What follows belongs to an exercise in optimizing a design on an open flow for small area; a production flow would make more cautious choices.
Function was checked by simulation only, so behaviour that the tests miss may differ from the original.
No activity file was given, so power comes from the tool's default toggle rates.

$ cat flow/design.v
package ctrl_dmem_unit_pkg;
    localparam int unsigned DATA_W = 32;
    localparam int unsigned OP_W   = 6;
    localparam logic [OP_W-1:0] OP_RTYPE = 6'h00;
    localparam logic [OP_W-1:0] OP_LW    = 6'h23;
    localparam logic [OP_W-1:0] OP_SW    = 6'h2B;
    localparam logic [OP_W-1:0] OP_J     = 6'h02;
    localparam logic [OP_W-1:0] OP_BEQ   = 6'h04;
    typedef struct packed {
        logic rtype;
        logic lw;
        logic sw;
        logic jump;
        logic branch;
    } iclass_t;
    typedef struct packed {
        logic reg_dst;
        logic alu_src;
        logic reg_write;
        logic mem2reg;
        logic mem_read;
        logic mem_write;
    } ctrl_t;
endpackage
import ctrl_dmem_unit_pkg::*;
module dm_array
#(
    parameter int unsigned DEPTH = 64,
    parameter int unsigned AW    = $clog2(DEPTH)
) (
    input  logic              clk,
    input  logic              reset,
    input  logic              we_i,
    input  logic              re_i,
    input  logic [AW-1:0]     idx_i,
    input  logic [DATA_W-1:0] wdata_i,
    output logic [DATA_W-1:0] rdata_o
);
    localparam int unsigned LO_W = 3;
    localparam int unsigned HI_W = AW - LO_W;
    localparam int unsigned NLO  = 1 << LO_W;
    localparam int unsigned NHI  = 1 << HI_W;
    localparam int unsigned NH   = 2;
    localparam int unsigned HW   = DATA_W / NH;
    logic                         init_q;    
    logic                         clr;       
    logic [DEPTH-1:0][DATA_W-1:0] mem_q;
    logic [DEPTH-1:0][DATA_W-1:0] mem_d;
    logic [NLO-1:0] lo;            
    logic [NLO-1:0] lo_c;          
    logic [NHI-1:0] hi_w;          
    logic [NHI-1:0] hi_wc;         
    logic [NHI-1:0] hi_wr;         
    logic [NHI-1:0] hi_r;          
    always_comb begin
        clr = we_i & ~init_q;
        for (int unsigned j = 0; j < NLO; j++) begin
            lo[j]   = (idx_i[LO_W-1:0] == LO_W'(j));
            lo_c[j] = lo[j] | clr;
        end
        for (int unsigned k = 0; k < NHI; k++) begin
            hi_w[k]    = (idx_i[AW-1:LO_W] == HI_W'(k)) & we_i;
            hi_wr[k]   = hi_w[k] & ~reset;
            hi_wc[k]   = hi_w[k] | clr;
            hi_r[k]    = (idx_i[AW-1:LO_W] == HI_W'(k)) & re_i & init_q;
        end
    end
    logic [NH-1:0][DEPTH-1:0] wsel;    
    logic [NH-1:0][DEPTH-1:0] whold;   
    logic [NH-1:0][DEPTH-1:0] rsel;    
    for (genvar h = 0; h < NH; h++) begin : g_half
        for (genvar i = 0; i < DEPTH; i++) begin : g_row
            dm_row_drv u_drv (
                .hi_wc_i   (hi_wc[i / NLO]),
                .hi_wr_i   (hi_wr[i / NLO]),
                .hi_r_i    (hi_r[i / NLO]),
                .lo_i      (lo[i % NLO]),
                .lo_c_i    (lo_c[i % NLO]),
                .wsel_o    (wsel[h][i]),
                .whold_o   (whold[h][i]),
                .rsel_o    (rsel[h][i])
            );
        end
    end
    always_ff @(posedge clk or posedge reset) begin
        if (reset) init_q <= 1'b0;
        else       init_q <= init_q | we_i;
    end
    for (genvar i = 0; i < DEPTH; i++) begin : g_word
        for (genvar b = 0; b < DATA_W; b++) begin : g_bit
            dm_next u_next (
                .load_i (wsel[b / HW][i]),
                .hold_i (whold[b / HW][i]),
                .d_i    (wdata_i[b]),
                .q_i    (mem_q[i][b]),
                .q_o    (mem_d[i][b])
            );
        end
    end
    always_ff @(posedge clk) begin
        mem_q <= mem_d;
    end
    for (genvar b = 0; b < DATA_W; b++) begin : g_rd
        logic [DEPTH-1:0] col;
        for (genvar i = 0; i < DEPTH; i++) begin : g_bit
            assign col[i] = mem_q[i][b];
        end
        dm_rd_col #(.DEPTH(DEPTH)) u_col (
            .sel_i  (rsel[b / HW]),
            .bits_i (col),
            .bit_o  (rdata_o[b])
        );
    end
endmodule
module dm_rd_col
#(
    parameter int unsigned DEPTH = 64
) (
    input  logic [DEPTH-1:0] sel_i,
    input  logic [DEPTH-1:0] bits_i,
    output logic             bit_o
);
    localparam int unsigned NG = DEPTH / 3;        
    localparam int unsigned NR = DEPTH - 3 * NG;   
    logic [NG+NR-1:0] grp_n;   
    for (genvar g = 0; g < NG; g++) begin : g_grp
        dm_rd_aoi3 u_aoi (
            .sel_i  (sel_i[3*g +: 3]),
            .bits_i (bits_i[3*g +: 3]),
            .y_n_o  (grp_n[g])
        );
    end
    for (genvar r = 0; r < NR; r++) begin : g_rem
        assign grp_n[NG+r] = ~(sel_i[3*NG+r] & bits_i[3*NG+r]);
    end
    assign bit_o = ~&grp_n;
endmodule
module dm_rd_aoi3 (
    input  logic [2:0] sel_i,
    input  logic [2:0] bits_i,
    output logic       y_n_o
);
    assign y_n_o = ~|(sel_i & bits_i);
endmodule
module dm_next (
    input  logic load_i,
    input  logic hold_i,
    input  logic d_i,
    input  logic q_i,
    output logic q_o
);
    assign q_o = (load_i & d_i) | (hold_i & q_i);
endmodule
module dm_row_drv (
    input  logic hi_wc_i,
    input  logic hi_wr_i,
    input  logic hi_r_i,
    input  logic lo_i,
    input  logic lo_c_i,
    output logic wsel_o,
    output logic whold_o,
    output logic rsel_o
);
    assign wsel_o  = hi_wr_i & lo_i;
    assign whold_o = ~(hi_wc_i & lo_c_i);
    assign rsel_o  = hi_r_i & lo_i;
endmodule
import ctrl_dmem_unit_pkg::*;
module ctrl_dmem_unit
#(
    parameter int unsigned DEPTH = 64
) (
    input  logic              clk,
    input  logic              reset,
    input  logic [OP_W-1:0]   opCode,
    input  logic [31:0]       addr,
    input  logic [DATA_W-1:0] wdata,
    output logic              rtype,
    output logic              lw,
    output logic              sw,
    output logic              jump,
    output logic              branch,
    output logic              RegDst,
    output logic              ALUSrc,
    output logic              RegWrite,
    output logic              Mem2Reg,
    output logic              MemRead,
    output logic              MemWrite,
    output logic [DATA_W-1:0] memOut
);
    localparam int unsigned AW = $clog2(DEPTH);
    ctrl_dmem_unit_pkg::iclass_t cls;
    ctrl_dmem_unit_pkg::ctrl_t   ctl;
    logic [AW-1:0]     mem_idx;
    logic [DATA_W-1:0] mem_rdata;
    always_comb begin
        cls = '0;
        case (opCode)
            OP_RTYPE: cls.rtype  = 1'b1;
            OP_LW:    cls.lw     = 1'b1;
            OP_SW:    cls.sw     = 1'b1;
            OP_J:     cls.jump   = 1'b1;
            OP_BEQ:   cls.branch = 1'b1;
            default:  cls        = '0;
        endcase
        ctl.reg_dst   = cls.rtype;
        ctl.alu_src   = ~(cls.rtype | cls.branch);
        ctl.reg_write = cls.rtype | cls.lw;
        ctl.mem2reg   = cls.lw;
        ctl.mem_read  = cls.lw;
        ctl.mem_write = cls.sw;
    end
    assign rtype    = cls.rtype;
    assign lw       = cls.lw;
    assign sw       = cls.sw;
    assign jump     = cls.jump;
    assign branch   = cls.branch;
    assign RegDst   = ctl.reg_dst;
    assign ALUSrc   = ctl.alu_src;
    assign RegWrite = ctl.reg_write;
    assign Mem2Reg  = ctl.mem2reg;
    assign MemRead  = ctl.mem_read;
    assign MemWrite = ctl.mem_write;
    assign mem_idx = addr[AW+1:2];
    logic unused_addr_bits;
    assign unused_addr_bits = ^{addr[31:AW+2], addr[1:0]};
    dm_array #(
        .DEPTH (DEPTH),
        .AW    (AW)
    ) u_dm_array (
        .clk     (clk),
        .reset   (reset),
        .we_i    (ctl.mem_write),
        .re_i    (ctl.mem_read),
        .idx_i   (mem_idx),
        .wdata_i (wdata),
        .rdata_o (mem_rdata)
    );
    assign memOut = mem_rdata;
endmodule
$ cat flow/run.sh
#!/bin/bash
# synth_recipe.tcl (not shown) runs the flow's synth.tcl, then flattens the netlist and writes it again
# the make line also repeats each setting of config.mk as NAME=value (left out here)
make -C /OpenROAD-flow-scripts/flow DESIGN_CONFIG=/design/flow/config.mk WORK_HOME=/design/flow/orfs CLKGATE_MAP_FILE= SYNTH_SCRIPT=/design/flow/synth_recipe.tcl finish
$ cat flow/config.mk
export PLATFORM = sky130hd
export DESIGN_NAME = ctrl_dmem_unit
export DESIGN_NICKNAME = ctrl_dmem_unit
export VERILOG_FILES = /design/flow/design.v
export SDC_FILE = /design/flow/constraint.sdc
export NUM_CORES = 4
export LEC_CHECK = 0
export CAP_MARGIN = 20
export CORE_MARGIN = 2
export CORE_UTILIZATION = 45
export CTS_BUF_LIST = sky130_fd_sc_hd__clkbuf_8
export CTS_CLUSTER_DIAMETER = 60
export CTS_CLUSTER_SIZE = 16
export PLACE_DENSITY = 0.6
export SLEW_MARGIN = 20
export SYNTH_HIERARCHICAL = 1
$ cat flow/constraint.sdc
create_clock -name core_clock -period 12.0 [get_ports {clk}]
set_input_delay 2.4000 -clock core_clock [delete_from_list [all_inputs] [get_ports {clk}]]
set_output_delay 2.4000 -clock core_clock [all_outputs]
set_load 0.01 [all_outputs]
==> impl_metrics.yaml, run 1 <==
placement:
  dp.cells: 7681
  pre_cts_ws_ps: 2320
  gp_congestion: 0.858
  placed_area_um2: 73600
  dp.final_hpwl_um: 148000
  port_buffers: 88
floorplan:
  die_h_um: 398
  rows: 144
  fp.dieW_um: 398
  dieArea_um2: 158000
  num_io_pins: 115
  coreArea_um2: 154000
  start_util: 0.453
clock_network:
  clk_pin_slew_ps: 90
  cts_resized: 0
  htreeDepth: 4
  numCtsBuffers: 156
  ctsLongestPathBuffers: 3
  cts_tree: "done"
  cts.sinks: 2049
  cts_root_buf: "clkbuf_8"
  hold_buffers: 0
  clk_latency_ps: 960
  postCtsSetupRepairBufs: 0
logic_synthesis:
  synthArstFlopShare: 0.000488
  avgSynthCellArea_um2: 12.7
  ys.warnings.count: 8
  synthMuxAreaShare: 0
  netlist_instances: 5512
  synthSimpleGateAreaFrac: 0.0546
  syn-num-nets: 5584
  synth-edff-count: 0
  synth_top_family_by_area: "compound AO/OA/AOI/OAI gates"
  ys_seq_area_frac: 0.587
  synth_fa_ha_area_frac: 0
  synth_compound_area_frac: 0.357
  ys_types: 31
  synthXorXnorAreaFrac: 0
  yosys_most_used_dff: "dfxtp_1"
  synth_area_um2: 69800
  synth.ff_latch_count: 2049
timing:
  slew-limit-headroom: 0.193
  skew_ps: 25.7
  tns_ps: 0
  finalCritPeriodShare: 0.818
  setup_viol: 0
  fin_ws_ps: 2190
  rsz0062_at_grt: "false"
  timing.final.crit_period_ps: 9810
  worst_pin_slew_ps: 1210
  hold_violations: 0
  max_freq_ghz: 0.102
  drv_slew: 0
worst_setup_path:
  worstPathMaxFanout: 16
  worstPathArrival_ps: 7410
  reg2reg_from: "u_dm_array.init_q"
  crit_slowest_cell: "nor4_1"
  cp_cell_sequence: "clkdlybuf4s50_1 -> nand4b_1 -> nor3_1 -> buf_4 -> nand3_1 -> nor2_2 -> buf_4 -> and2_1 -> a222oi_1 -> nand4_1 -> nor4_1 -> nand2_1 -> clkdlybuf4s50_1"
  cp-end-kind: "primary output"
  reg2regPathDepth: 5
  startpoint_type: "input port"
  critPathRequiredTime_ps: 9600
  crit_type: "in2out"
  r2r_slack_ps: 8780
  r2r_end: "u_dm_array.mem_q[2031]"
  slowest_delay_ps: 1050
grt:
  grt_max_degree: 65
  grt-ovfl-total: 0
  antenna_found_initial: 9
  grtUsageTotal: 0.304
  grt_pass1_wl_um: 366000
  grt_pass1_vias: 52800
pwr:
  ir_worst_vdd_mv: 0.118
  power.density_nw_per_um2: 142
  leakage_nw: 28.2
layout:
  multi_input_area_um2: 28900
  drive_gt1_frac: 0.0539
  fin_cells: 7905
  seqCellArea_um2: 41000
  fillers: 13700
  syn2layout_area_growth_pct: 9.42
  fin_area_um2: 76400
  final_cell_mix: "a22o_1, dfxtp_1, a222oi_1"
  fin_nets: 5867
detailed_routing:
  drtIter0Drc: 11100
  wirelength_um: 255000
  drc: 0
  vias: 57500
  antenna_left: 0
  viasPerCell: 7.27
  first_pass_iters: 9
  post_drt_wl_per_cell_um: 32.3
run:
  max_cap_viol_count: 0
min_path:
  hold_depth: 1
  hold_class: "reg2reg"
  worstHoldEndpoint: "u_dm_array.mem_q[807]"
  hold_start: "u_dm_array.mem_q[807]"
status:
  status: "no timing/DRC/antenna violations"
## state kept, by name, indices dropped and copies added, names as in the netlist
name / flops
u_dm_array.mem_q: 2048
u_dm_array.init_q: 1
## worst max-delay path: cells and delay by family
kind                   cells  cell delay [ps]
AO/OA/AOI/OAI              1              660
buffers and inverters      4             1540
AND/OR/NAND/NOR            8             2790
## cell families (layout without fill, tap and decap cells)
family                 count (synthesis)  in the layout
flip-flops                          2049           2049
AO/OA/AOI/OAI                       2761           2761
AND/OR/NAND/NOR                      695            695
other                                  0              2
buffers and inverters                  7            354
## synthesized netlist by cell type, types with 2 or more instances
| cell type | number | area share |
|---|---|---|
| and3b_1 | 3 | 0.00038 |
| nand4_1 | 128 | 0.011 |
| a222oi_1 | 672 | 0.096 |
| and2_1 | 256 | 0.023 |
| nor4_1 | 32 | 0.0029 |
| nand3_1 | 34 | 0.0024 |
| buf_4 | 4 | 0.00043 |
| nor3b_1 | 4 | 0.00043 |
| nand2b_1 | 11 | 0.00099 |
| o21ai_0 | 8 | 0.00057 |
| a22o_1 | 2048 | 0.26 |
| nor2_1 | 16 | 0.00086 |
| nand3b_1 | 2 | 0.00021 |
| nand2_1 | 194 | 0.010 |
| or2_2 | 2 | 0.00018 |
| clkbuf_1 | 2 | 0.00011 |
| dfxtp_1 | 2048 | 0.59 |
| nor3_1 | 4 | 0.00029 |
| a211oi_1 | 32 | 0.0034 |
## layout make-up
class | instances | area share
Tap cell | 2044 | 0.0335
Multi-Input combinational cell | 3456 | 0.378
Inverter | 1 | 0.0000491
Timing Repair Buffer | 131 | 0.0149
Antenna cell | 2 | 0.0000655
Sequential cell | 2049 | 0.537
Clock inverter | 50 | 0.00594
Clock buffer | 172 | 0.0310
## metrics by stage
step,total power [W],util,hold slack [ps]
after detailed placement,0.00726,0.478,451
after global routing,0.0112,0.496,487
after floorplan,0.00705,-,438
final,0.0109,0.496,477
after CTS,0.0109,0.496,477
after global placement,0.00726,0.477,450
## worst max-delay path by stage
stage,start,endpoint,depth (start not counted),slack (ps)
detailed placement,opCode[4],memOut[0],13,2320
finish,opCode[4],memOut[0],13,2190
global placement,opCode[4],memOut[0],13,2330
global route,opCode[4],memOut[0],13,2210
floorplan,opCode[4],memOut[0],9,5060
CTS,opCode[4],memOut[0],13,2310
## metal layers
metal,vias to the layer above,GRT usage,routed length (µm)
li1,24600,-,-
met1,29200,0.463,114000
met2,3285,0.423,107000
met3,412,0.0621,26300
met4,8,0.102,8290
met5,-,0,49
## report_power, final
group	switching (W)	total [W]	internal [W]
Combinational	0.000225	0.000273	0.0000484
Clock	0.00231	0.00376	0.00145
Sequential	0.0000175	0.00684	0.00683
## per-module statistics from Yosys (local to each module, per instance), excerpt
| module | area, µm² | cells inside | copies in the design |
|---|---|---|---|
| dm_rd_aoi3 | 10.0 | 1 | 672 |
| dm_row_drv | 16.3 | 3 | 128 |
| ctrl_dmem_unit | 128 | 16 | 1 |
| dm_next | 8.76 | 1 | 2048 |
==> run 2, diff against run 1 <==
==> flow/flow/run.sh (new file) <==
#!/bin/bash
# Own layout flow: the standard layout (standard.sh), with the clock tree
# built from buf_4 buffers without dummy loads, and the ports buffered with a
# small buffer.
set -e
export CTS_ARGS="-sink_clustering_enable -repair_clock_nets -dont_use_dummy_load -buf_list sky130_fd_sc_hd__buf_4 -sink_clustering_size 10 -sink_clustering_max_diameter 50"
export BUFFER_PORTS_ARGS="-buffer_cell sky130_fd_sc_hd__buf_2"
bash standard.sh > standard.log 2>&1
==> flow/standard.sh (new file) <==
#!/bin/bash
# synth_recipe.tcl (not shown) runs the flow's synth.tcl, then flattens the netlist and writes it again
# the make line also repeats each setting of config.mk as NAME=value (left out here)
make -C /OpenROAD-flow-scripts/flow DESIGN_CONFIG=/design/flow/config.mk WORK_HOME=/design/flow/orfs CLKGATE_MAP_FILE= SYNTH_SCRIPT=/design/flow/synth_recipe.tcl "${@:-finish}"
removed: flow/run.sh
==> impl_metrics.yaml, run 2 <==
status:
  status: "no timing/DRC/antenna violations"
grt:
  grt_pass1_vias: 53400
  grt_max_degree: 65
  antenna_found_initial: 13
  grt-ovfl-total: 0
  grt_pass1_wl_um: 368000
  grtUsageTotal: 0.306
timing:
  fin_ws_ps: 3020
  max_freq_ghz: 0.111
  worst_pin_slew_ps: 1210
  setup_viol: 0
  timing.final.crit_period_ps: 8980
  finalCritPeriodShare: 0.748
  slew-limit-headroom: 0.196
  hold_violations: 0
  rsz0062_at_grt: "false"
  drv_slew: 0
  tns_ps: 0
  skew_ps: 102
worst_setup_path:
  r2r_slack_ps: 8700
  reg2reg_from: "u_dm_array.init_q"
  crit_type: "in2out"
  cp-end-kind: "primary output"
  startpoint: "opCode[4]"
  startpoint_type: "input port"
  worstPathArrival_ps: 6580
  critPathRequiredTime_ps: 9600
  worstPathMaxFanout: 16
layout:
  fillers: 13800
  final_cell_mix: "a22o_1, dfxtp_1, a222oi_1"
  multi_input_area_um2: 28900
  fin_cells: 7907
  fin_area_um2: 75000
  fin_nets: 5930
  largest_reg_flops: 2048
  seqCellArea_um2: 41000
  syn2layout_area_growth_pct: 7.37
  reg_top3: "u_dm_array.mem_q: 2048 flops, u_dm_array.init_q: 1 flops"
  drive_gt1_frac: 0.0656
  top_register: "u_dm_array.mem_q"
placement:
  placed_area_um2: 73200
  dp.cells: 7670
  port_buffers: 88
  gp_congestion: 0.872
  dp.final_hpwl_um: 147000
  pre_cts_ws_ps: 3140
logic_synthesis:
  synthXorXnorAreaFrac: 0
  ys_types: 31
  synth-edff-count: 0
  netlist_instances: 5512
  yosys_most_used_dff: "dfxtp_1"
  synth_top_area_share: 0.587
  synth_area_um2: 69800
  synthMuxAreaShare: 0
  synth_fa_ha_area_frac: 0
  synth_top_family_by_area: "compound AO/OA/AOI/OAI gates"
  synth.ff_latch_count: 2049
  synth_area_leaders: "dfxtp_1, a22o_1, a222oi_1"
  ys_seq_area_frac: 0.587
  avgSynthCellArea_um2: 12.7
  syn-num-nets: 5584
  synthSimpleGateAreaFrac: 0.0546
  synth_compound_area_frac: 0.357
  synthArstFlopShare: 0.000488
  synth_top_cells_by_count: "a22o_1, dfxtp_1, a222oi_1, and2_1, nand2_1"
  ys.warnings.count: 8
  netlist.top_cell.by_area: "dfxtp_1"
run:
  max_cap_viol_count: 0
clock_network:
  cts_root_buf: "buf_4"
  htreeDepth: 4
  clk_pin_slew_ps: 40
  postCtsSetupRepairBufs: 0
  ctsLongestPathBuffers: 3
  cts_resized: 0
  clk_latency_ps: 1130
  numCtsBuffers: 229
  cts.sinks: 2049
  hold_buffers: 0
  cts_tree: "done"
min_path:
  hold_class: "reg2reg"
  hold_start: "u_dm_array.mem_q[510]"
detailed_routing:
  post_drt_wl_per_cell_um: 32.4
  vias: 57300
  first_pass_iters: 9
  drc: 0
  antenna_left: 0
  drtIter0Drc: 10800
  viasPerCell: 7.24
  wirelength_um: 256000
floorplan:
  dieArea_um2: 158000
  rows: 144
  num_io_pins: 115
  fp.dieW_um: 398
  die_h_um: 398
  coreArea_um2: 154000
  start_util: 0.453
pwr:
  leakage_nw: 27.8
  power.density_nw_per_um2: 137
  ir_worst_vdd_mv: 0.103
-- run 2: cell counts after synthesis --
Identical to the previous run, type by type.
-- run 2: metal layers --
layer / up-vias / global-route usage / part of all wire
met5: - / 0 / 0.00013
met4: 6 / 0.122 / 0.038
met3: 442 / 0.0732 / 0.11
met2: 3443 / 0.428 / 0.42
met1: 28800 / 0.450 / 0.44
li1: 24600 / - / -
-- run 2: logic make-up (layout without fill, tap and decap cells) --
group	count (synthesis)	count (layout)
other	0	7
flip-flops	2049	2049
AO/OA/AOI/OAI	2761	2761
buffers and inverters	7	351
AND/OR/NAND/NOR	695	695
-- run 2: power breakdown --
| part | internal [W] | switching (W) |
|---|---|---|
| logic | 0.0000450 | 0.000224 |
| registers | 0.00683 | 0.0000175 |
| clock network | 0.000957 | 0.00221 |
| total | 0.00783 | 0.00245 |
-- run 2: final cells by class --
type | instances | share of cell area
timing repair buffer | 121 | 0.0102
inverter | 1 | 0.0000501
antenna | 7 | 0.000234
multi-input combinational | 3456 | 0.385
sequential | 2049 | 0.547
clock buffer | 229 | 0.0229
tap | 2044 | 0.0341
-- run 2: worst paths after layout --
kind                            cells past startpoint                    end
worst max-delay path                               12              memOut[3]
worst min-delay path                                1  u_dm_array.mem_q[510]
worst max register to register                      5  u_dm_array.mem_q[582]
min in group asynchronous                           2      u_dm_array.init_q
max in group asynchronous                           2      u_dm_array.init_q
worst min register to register                      1  u_dm_array.mem_q[510]
-- run 2: critical path: stages --
cell and delay, ps:
buf_2 120, nand4b_1 160, nor3_1 60, buf_4 200, nand3b_1 340, nor2_2 250, and2_1 450, a222oi_1 820
nand4_1 470, nor4_1 890, nand2_1 180, buf_2 200
-- run 2: Yosys stat by module (local to each module, per instance), excerpt --
module          cells  flops+latches  area [µm²]  copies in the design
dm_next             1              0        8.76                  2048
ctrl_dmem_unit     16              0         128                     1
dm_rd_aoi3          1              0        10.0                   672
dm_row_drv          3              0        16.3                   128
-- run 2: through the flow --
stage / hold slack [ps] / power, W / utilization
4_1_cts: 473 / 0.0103 / 0.487
6_report: 473 / 0.0103 / 0.487
5_1_grt: 488 / 0.0106 / 0.487
3_5_place_dp: 451 / 0.00726 / 0.475
2_1_floorplan: 438 / 0.00705 / -
3_3_place_gp: 450 / 0.00726 / 0.475

-- afterwards: timing with drivers on the ports --
The flow's constraints put no driver on any port. The routed layouts listed below were extracted and timed again, unchanged, in two steps. Step 1: set_driving_cell puts a clkbuf_16 on clk and a buf_2 on each other input, an assumption about the parent block. Step 2 moves the port delays by t, midway between the first and last clock arrival at a register: inputs arrive t later, outputs are due t later. That takes back most of the time a late clock gives input paths. a / b / c = no drivers / after step 1 / after step 2; a / b = the first two.
run	t, ns	setup WS [ns]	clock arrival spread, ns	worst slew at a driven data input, ns	pins driven straight from the clock port
run 1	1.008	2.189 / 2.165 / 2.165	0.049 / 0.049	0.10	1
run 2	1.163	3.024 / 2.982 / 2.982	0.121 / 0.122	0.09	1
After both steps setup and hold are still met in every run listed. The setup slack of run 2, which loses most, moves by -0.042 ns with the drivers and by -0.042 ns with both steps.
